Background: an optimization exercise with open tools, aiming at small area and few clock cycles per item. Do not read the settings as production practice.
Only simulation tests tie the RTL to the original design; equivalence was not proved.
Power figures rest on the tool's default switching activity, not on a simulated workload.

===== config.mk =====
export PLATFORM = sky130hd
export DESIGN_NAME = bounded_priority_queue
export DESIGN_NICKNAME = bounded_priority_queue
export VERILOG_FILES = /design/flow/design.v
export SDC_FILE = /design/flow/constraint.sdc
export NUM_CORES = 4
export LEC_CHECK = 0
export CAP_MARGIN = 20
export CORE_MARGIN = 2
export CORE_UTILIZATION = 40
export SLEW_MARGIN = 20

===== constraint.sdc =====
create_clock -name core_clock -period 4.0 [get_ports {clk}]
set_input_delay 0.8000 -clock core_clock [delete_from_list [all_inputs] [get_ports {clk}]]
set_output_delay 0.8000 -clock core_clock [all_outputs]
set_load 0.01 [all_outputs]

===== design.v =====
package bpq_pkg;
  localparam int DEPTH_DEF      = 16;
  localparam int DATA_WIDTH_DEF = 32;
  localparam int PRIO_WIDTH_DEF = 8;
  localparam int CAP_WIDTH   = 5;
  localparam int OCC_WIDTH   = 5;
  localparam int STAT_WIDTH  = 2;
  localparam int APB_AW      = 3;
  localparam int APB_DW      = 32;
  localparam logic [CAP_WIDTH-1:0] CAP_RESET = 5'd16;
  localparam logic [STAT_WIDTH-1:0] STATUS_OK        = 2'd0;
  localparam logic [STAT_WIDTH-1:0] STATUS_OVERFLOW  = 2'd1;
  localparam logic [STAT_WIDTH-1:0] STATUS_UNDERFLOW = 2'd2;
  localparam logic MODE_ENQ = 1'b0;
  localparam logic MODE_DEQ = 1'b1;
  localparam logic REG_CAPACITY = 1'b0;
  typedef struct packed {
    logic ins;
    logic del;
  } bpq_op_t;
endpackage
module bpq_regs (
  input  logic                          clk,
  input  logic                          rst,
  input  logic                          psel,
  input  logic                          penable,
  input  logic                          pwrite,
  input  logic [bpq_pkg::APB_AW-1:0]    paddr,
  input  logic [bpq_pkg::APB_DW-1:0]    pwdata,
  output logic [bpq_pkg::APB_DW-1:0]    prdata,
  output logic                          pready,
  output logic [bpq_pkg::CAP_WIDTH-1:0] capacity
);
  logic reg_sel;
  logic wr_beat;
  assign reg_sel = paddr[2];
  assign pready  = 1'b1;
  assign wr_beat = psel && penable && pwrite && pready;
  always_ff @(posedge clk) begin
    if (rst) begin
      capacity <= bpq_pkg::CAP_RESET;
    end else if (wr_beat && (reg_sel == bpq_pkg::REG_CAPACITY)) begin
      capacity <= pwdata[bpq_pkg::CAP_WIDTH-1:0];
    end
  end
  always_comb begin
    prdata = '0;
    if (reg_sel == bpq_pkg::REG_CAPACITY) begin
      prdata = {{(bpq_pkg::APB_DW-bpq_pkg::CAP_WIDTH){1'b0}}, capacity};
    end
  end
endmodule
module bpq_cell #(
  parameter int DATA_WIDTH = bpq_pkg::DATA_WIDTH_DEF,
  parameter int PRIO_WIDTH = bpq_pkg::PRIO_WIDTH_DEF
) (
  input  logic                  clk,
  input  logic                  shift,
  input  logic [DATA_WIDTH-1:0] prev_data,
  input  logic [PRIO_WIDTH-1:0] prev_prio,
  output logic [DATA_WIDTH-1:0] data,
  output logic [PRIO_WIDTH-1:0] prio
);
  always_ff @(posedge clk) begin
    if (shift) begin
      data <= prev_data;
      prio <= prev_prio;
    end
  end
endmodule
module bounded_priority_queue #(
  parameter int DEPTH      = bpq_pkg::DEPTH_DEF,
  parameter int DATA_WIDTH = bpq_pkg::DATA_WIDTH_DEF,
  parameter int PRIO_WIDTH = bpq_pkg::PRIO_WIDTH_DEF
) (
  input  logic                           clk,
  input  logic                           rst,
  input  logic                           start,
  output logic                           busy,
  input  logic                           mode,
  input  logic signed [DATA_WIDTH-1:0]   data_in,
  input  logic [PRIO_WIDTH-1:0]          priority_in,
  output logic                           done,
  output logic [bpq_pkg::STAT_WIDTH-1:0] status,
  output logic signed [DATA_WIDTH-1:0]   data_out,
  output logic [PRIO_WIDTH-1:0]          priority_out,
  output logic [bpq_pkg::OCC_WIDTH-1:0]  occupancy,
  input  logic                           psel,
  input  logic                           penable,
  input  logic                           pwrite,
  input  logic [bpq_pkg::APB_AW-1:0]     paddr,
  input  logic [bpq_pkg::APB_DW-1:0]     pwdata,
  output logic [bpq_pkg::APB_DW-1:0]     prdata,
  output logic                           pready
);
  localparam int CNT_WIDTH = $clog2(DEPTH + 1);
  localparam int IDX_WIDTH = $clog2(DEPTH);
  localparam int KEY_WIDTH = PRIO_WIDTH + 1;
  logic [bpq_pkg::CAP_WIDTH-1:0] capacity;
  logic [CNT_WIDTH-1:0]  count;
  logic                  full;
  logic                  empty;
  logic                  do_ins;
  logic                  do_del;
  logic [DEPTH-1:0]      valid;
  logic [DEPTH-1:0]      shift;
  logic [DATA_WIDTH-1:0] slot_data [DEPTH];
  logic [PRIO_WIDTH-1:0] slot_prio [DEPTH];
  logic [IDX_WIDTH-1:0]  win_idx;
  logic [DEPTH-1:0]      win_hot;
  logic [IDX_WIDTH-1:0]  res_idx;
  logic                  res_del;
  logic [DEPTH-1:0]      res_hot;
  assign busy = 1'b0;
  bpq_regs u_regs (
    .clk      (clk),
    .rst      (rst),
    .psel     (psel),
    .penable  (penable),
    .pwrite   (pwrite),
    .paddr    (paddr),
    .pwdata   (pwdata),
    .prdata   (prdata),
    .pready   (pready),
    .capacity (capacity)
  );
  assign full   = (count >= CNT_WIDTH'(DEPTH)) || ({1'b0, count} >= {1'b0, capacity});
  assign empty  = (count == '0);
  assign do_ins = start && (mode == bpq_pkg::MODE_ENQ) && !full;
  assign do_del = start && (mode == bpq_pkg::MODE_DEQ) && !empty;
  always_comb begin
    logic below;
    below = 1'b1;
    for (int i = 0; i < DEPTH; i++) begin
      shift[i] = do_ins && below;
      below    = below && valid[i];
    end
  end
  genvar g;
  generate
    for (g = 0; g < DEPTH; g++) begin : g_slot
      logic [DATA_WIDTH-1:0] p_data;
      logic [PRIO_WIDTH-1:0] p_prio;
      if (g == 0) begin : g_head
        assign p_data = data_in;
        assign p_prio = priority_in;
      end else begin : g_body
        assign p_data = slot_data[g-1];
        assign p_prio = slot_prio[g-1];
      end
      bpq_cell #(
        .DATA_WIDTH (DATA_WIDTH),
        .PRIO_WIDTH (PRIO_WIDTH)
      ) u_cell (
        .clk       (clk),
        .shift     (shift[g]),
        .prev_data (p_data),
        .prev_prio (p_prio),
        .data      (slot_data[g]),
        .prio      (slot_prio[g])
      );
    end
  endgenerate
  localparam int NODES = 2 * DEPTH - 1;
  function automatic logic key_ge(input logic [KEY_WIDTH-1:0] a, input logic [KEY_WIDTH-1:0] b);
    logic ge;
    ge = 1'b1;
    for (int k = 0; k < KEY_WIDTH; k++) begin
      ge = (a[k] & ~b[k]) | ((a[k] | ~b[k]) & ge);
    end
    key_ge = ge;
  endfunction
  logic [KEY_WIDTH-1:0] t_key [NODES];
  logic [IDX_WIDTH-1:0] t_idx [NODES];
  generate
    for (g = 0; g < DEPTH; g++) begin : g_leaf
      assign t_key[DEPTH-1+g] = {valid[g], slot_prio[g]};
      assign t_idx[DEPTH-1+g] = IDX_WIDTH'(g);
    end
    for (g = DEPTH-2; g >= 0; g--) begin : g_node
      logic hi_wins;
      assign hi_wins  = key_ge(t_key[2*g+2], t_key[2*g+1]);
      assign t_key[g] = hi_wins ? t_key[2*g+2] : t_key[2*g+1];
      assign t_idx[g] = hi_wins ? t_idx[2*g+2] : t_idx[2*g+1];
    end
  endgenerate
  assign win_idx = t_idx[0];
  always_comb begin
    for (int i = 0; i < DEPTH; i++) begin
      win_hot[i] = do_del && (win_idx == IDX_WIDTH'(i));
    end
  end
  always_ff @(posedge clk) begin
    if (rst) begin
      valid <= '0;
      count <= '0;
    end else begin
      if (do_ins) begin
        valid <= (valid & ~shift) | shift;
        count <= count + 1'b1;
      end else if (do_del) begin
        valid <= valid & ~win_hot;
        count <= count - 1'b1;
      end
    end
  end
  always_ff @(posedge clk) begin
    if (rst) begin
      done <= 1'b0;
    end else begin
      done <= start;
    end
  end
  always_ff @(posedge clk) begin
    if (start && mode == bpq_pkg::MODE_ENQ && full) begin
      status <= bpq_pkg::STATUS_OVERFLOW;
    end else if (start && mode == bpq_pkg::MODE_DEQ && empty) begin
      status <= bpq_pkg::STATUS_UNDERFLOW;
    end else begin
      status <= bpq_pkg::STATUS_OK;
    end
    res_del <= do_del;
    res_idx <= win_idx;
  end
  assign occupancy = bpq_pkg::OCC_WIDTH'(count);
  always_comb begin
    data_out     = '0;
    priority_out = '0;
    for (int i = 0; i < DEPTH; i++) begin
      res_hot[i] = res_del && (res_idx == IDX_WIDTH'(i));
      data_out     = data_out     | ({DATA_WIDTH{res_hot[i]}} & slot_data[i]);
      priority_out = priority_out | ({PRIO_WIDTH{res_hot[i]}} & slot_prio[i]);
    end
  end
endmodule

===== run.sh =====
#!/bin/bash
# synth_recipe.tcl (not shown) runs the flow's synth.tcl, then flattens the netlist and writes it again
# the make line also repeats each setting of config.mk as NAME=value (left out here)
make -C /OpenROAD-flow-scripts/flow DESIGN_CONFIG=/design/flow/config.mk WORK_HOME=/design/flow/orfs CLKGATE_MAP_FILE= SYNTH_SCRIPT=/design/flow/synth_recipe.tcl finish

==> summary.md <==
| Metric | Value |
|---|---|
| Synth async-reset ratio | `0%` |
| First-pass GRT wire length | `150,000 um` |
| H-Tree Depth | `3` |
| Max capacitance violation total | `0` |
| Cell-internal power | `0.0134 W` |
| TritonCTS clock tree | `yes` |
| IO Port Bufs | `105` |
| Tightest Hold Check Type | `flip-flop to flip-flop` |
| Switch Pwr | `0.00481 W` |
| R2R depth | `23` |
| Crit path required time | `4470 ps` |
| Crit path arrival time | `6250 ps` |
| Avg Cell Area, Syn | `14.6 um^2` |
| HPWL after DPL | `65,900 um` |
| EDFF count, synth | `640` |
| Top-count cell post-synth | `edfxtp_1` |
| Core area | `72,800 um^2` |
| Commonest cells post-synth | `edfxtp_1, a221oi_1, a22o_1, nor2_1, inv_1` |
| Final-report hold violation count | `0` |
| Max stage delay on crit path | `500 ps` |
| Synth area leaders | `edfxtp_1, a221oi_1, a22o_1` |
| CTS Buffer Depth | `3` |
| Placement row count | `99` |
| CTS clk-pin slew, worst paths | `60 ps` |
| Crit. End Element | `flip-flop` |
| Final setup violation count | `22` |
| Layout Nets | `2,769` |
| Die area | `75,500 um^2` |
| Worst-path cell chain | `a222oi_1 -> o21ai_0 -> a221o_1 -> buf_4 -> o21ai_0 -> nor2_1 -> maj3_1 -> a21oi_2 -> buf_12 -> mux2_2 -> o211ai_1 -> a31oi_1 -> a21oi_1 -> a211o_2 -> buf_12 -> mux2i_4 -> a211oi_2 -> a311oi_1 -> a211o_1 -> o31ai_4 -> buf_12 -> buf_12 -> o221a_1` |
| TritonRoute pass-1 iters | `6` |
| Count of warnings emitted by yosys | `9` |
| Top_reg_cell synth | `edfxtp_1` |
| Flops & latches, synth | `674` |
| Number of global-route vias before repair | `22.6k` |
| Layout filler cell count | `5,978` |
| Final period util | `144%` |
| Synth top area share | `65.5%` |
| Total gr overflow | `0` |
| Clk sink count | `674` |
| Power Density | `466 nW/um^2` |
| Failing Checks | `setup timing` |
| Worst skew pair latency | `640 ps` |
| Critical Path Most Common Cell | `buf_12` |
| Relative slew slack | `39.8%` |
| Antenna viol nets, final | `0` |
| Worst Hold Path Cells | `0` |
| DRC Markers | `0` |
| Worst Setup Path Type | `flip-flop to flip-flop` |
| Synth Cell Area | `29,300 um^2` |
| Wire length per cell | `28.0 um` |
| Least-Margin Pin Slew | `902 ps` |
| Initial antenna violation count | `4` |
| Max VDD drop | `0.466 mV` |
| Inserted Diodes | `0` |
| Clk Tree Root Cell | `clkbuf_16` |
| Largest net degree at the start of global routing | `42` |
| Final TNS setup | `-33,780 ps` |
| Clock skew | `58.8 ps` |
| Drt initial violations | `2,627` |
| Final GP Congestion | `0.976` |
| Post-route setup slack | `-1780 ps` |
| Total power | `0.0183 W` |
| Fin. max-slew vios | `0` |
| Yosys top cell by area | `edfxtp_1` |
| Max FO, Critical Path | `8` |
| Peak Freq | `173 MHz` |
| CP Launch Type | `flip-flop` |
| Sequential Power Share | `43.7%` |
| Leakage | `14.1 nW` |
| Chip width | `275 um` |
| Post-Route WL | `104,000 um` |
| Total CTS buffers | `74` |
| Logic pwr share | `17.9%` |
| Cells after Synth | `2,008` |
| RSZ-0062 raised after global routing | `yes` |
| Sequential-to-total area share from yosys stat | `67.8%` |
| Hold buffers post-CTS | `0` |
| Post-synth cell types | `119` |
| DIE HEIGHT | `275 um` |
| I/O pins | `164` |
| Share of layout cells above drive strength 1 | `33.0%` |
| Fin crit period | `5780 ps` |
| Gr usage total | `27.1%` |
| Synth-to-Final Area Change | `33.6%` |
| Vias per inst | `6.12` |
| Worst path slowest cell | `edfxtp_1` |
| Clock power frac | `38.4%` |
| Via count | `22.6k` |
| Status | `finished with violations` |
| Initial Utilization | `40.3%` |
| Sw frac | `26.4%` |
==> power by group through the flow <==
stage	Clock (W)	Combinational (W)	Sequential, W
after floorplan	0	0.00140	0.00807
after global routing	0.00734	0.00346	0.00798
after detailed placement	0	0.00290	0.00811
after global placement	0	0.00288	0.00812
final	0.00700	0.00328	0.00797
after CTS	0.00709	0.00324	0.00797
==> through the flow <==
stage	hold WS [ps]	instances	area, um^2	utilization (%)	setup WS [ps]
final	442	3695	39200	53.8	-1780
after global routing	447	3695	39200	53.8	-1940
after CTS	439	3674	38800	53.3	-1630
after detailed placement	433	3486	35400	48.6	-1940
after global placement	429	3486	35400	48.6	-1840
after floorplan	424	2035	29500	-	-3590
==> layout by cell type (no fill, tap or decap), types with 16 or more instances in the layout <==
cell type	count
edfxtp_1	640
buf_4	530
a22o_1	159
a221oi_1	156
clkdlybuf4s50_1	96
inv_1	74
clkbuf_16	74
nor2_1	70
nand2_1	65
o21ai_0	51
a21oi_1	49
nand4_1	45
buf_12	37
dfxtp_1	30
nand3_1	29
mux2i_1	29
conb_1	29
nand2b_1	26
clkbuf_1	20
nor3_1	19
mux2_2	19
nor2b_1	17
buf_6	16
==> per-layer routing <==
| layer | wire length (um) | GRT usage, % | vias up |
|---|---|---|---|
| li1 | - | - | 9625 |
| met1 | 39900 | 35.4 | 11400 |
| met2 | 49800 | 45.4 | 1357 |
| met3 | 9980 | 5.23 | 244 |
| met4 | 3780 | 8.88 | 4 |
| met5 | 27 | 0 | - |
==> flip-flops by register name, indices dropped and copies added (netlist names) <==
register	cells
g_slot.u_cell.data	512
g_slot.u_cell.prio	128
valid	16
count	5
u_regs.capacity	5
res_idx	4
status	2
done	1
res_del	1
==> worst max-delay path, delay by kind of cell, from the launching register on <==
family / cells / cell delay [ps]
compound gates: 14 / 3210
fa+ha+maj: 1 / 390
buf+inv: 5 / 770
flops: 1 / 500
mux: 2 / 650
simple gates: 1 / 100
==> final timing paths <==
| check | startpoint | to | slack (ps) |
|---|---|---|---|
| setup / recovery | g_slot[5].u_cell.prio[4] | valid[9] | -1780 |
| hold / removal | g_slot[7].u_cell.data[4] | g_slot[8].u_cell.data[4] | 440 |
| setup reg to reg | g_slot[5].u_cell.prio[4] | valid[9] | -1780 |
| hold reg to reg | g_slot[7].u_cell.data[4] | g_slot[8].u_cell.data[4] | 440 |
==> cells by family after synthesis <==
family / count (synthesis) / share of synthesized area [%]
AOI/OAI and AO/OA: 634 / 17.6
xor gates and xnor gates: 3 / 0.0896
adders and majority gates: 20 / 0.802
buffers and inverters: 202 / 3.39
DFF: 674 / 67.8
muxes: 74 / 2.82
other: 2 / 0.0256
and+or+nand+nor: 399 / 7.41
==> cell type report <==
cell class | instances | area (um^2) | share of cell area, %
multi-input cells | 1159 | 9290 | 23.7
clock buffers | 95 | 1940 | 4.95
clock inverters | 39 | 534 | 1.36
repair buffers | 690 | 6010 | 15.3
inverters | 79 | 297 | 0.757
well taps | 959 | 1200 | 3.06
flip-flops and latches | 674 | 19900 | 50.8
==> timing repair <==
| action | CTS | global route |
|---|---|---|
| gates cloned | 2 | 0 |
| pin swaps | 37 | 30 |
| setup buffers | 52 | 21 |
| setup endpoints to repair | 60 | 32 |
| resized for setup | 102 | 41 |
Testbench counts, summed over its fixed seeds: cycles 12,008, commands 12,000.

-- static timing again, ports no longer ideal --
How much do the figures lean on ideal ports? The routed layout below was timed once more, with nothing changed but the port constraints.
Step 1 assumes that a clkbuf_16 drives the clock port and a buf_2 every other input.
Step 2 moves the port delays by t, midway between the first and last clock arrival at a register: inputs arrive t later, outputs are due t later. That takes back most of the time a late clock gives input paths.
Slacks: ideal / step 1 / step 2; pairs: ideal / step 1.
t (ns): 0.675
setup slack, ns: -1.776 / -1.776 / -1.776
hold slack, ns: 0.442 / 0.442 / 0.442
clock arrival spread, ns: 0.060 / 0.060
cell pins on the clock port's net: 1
For this run, drivers alone change the setup slack by 0.000 ns; drivers and shift together by 0.000 ns.
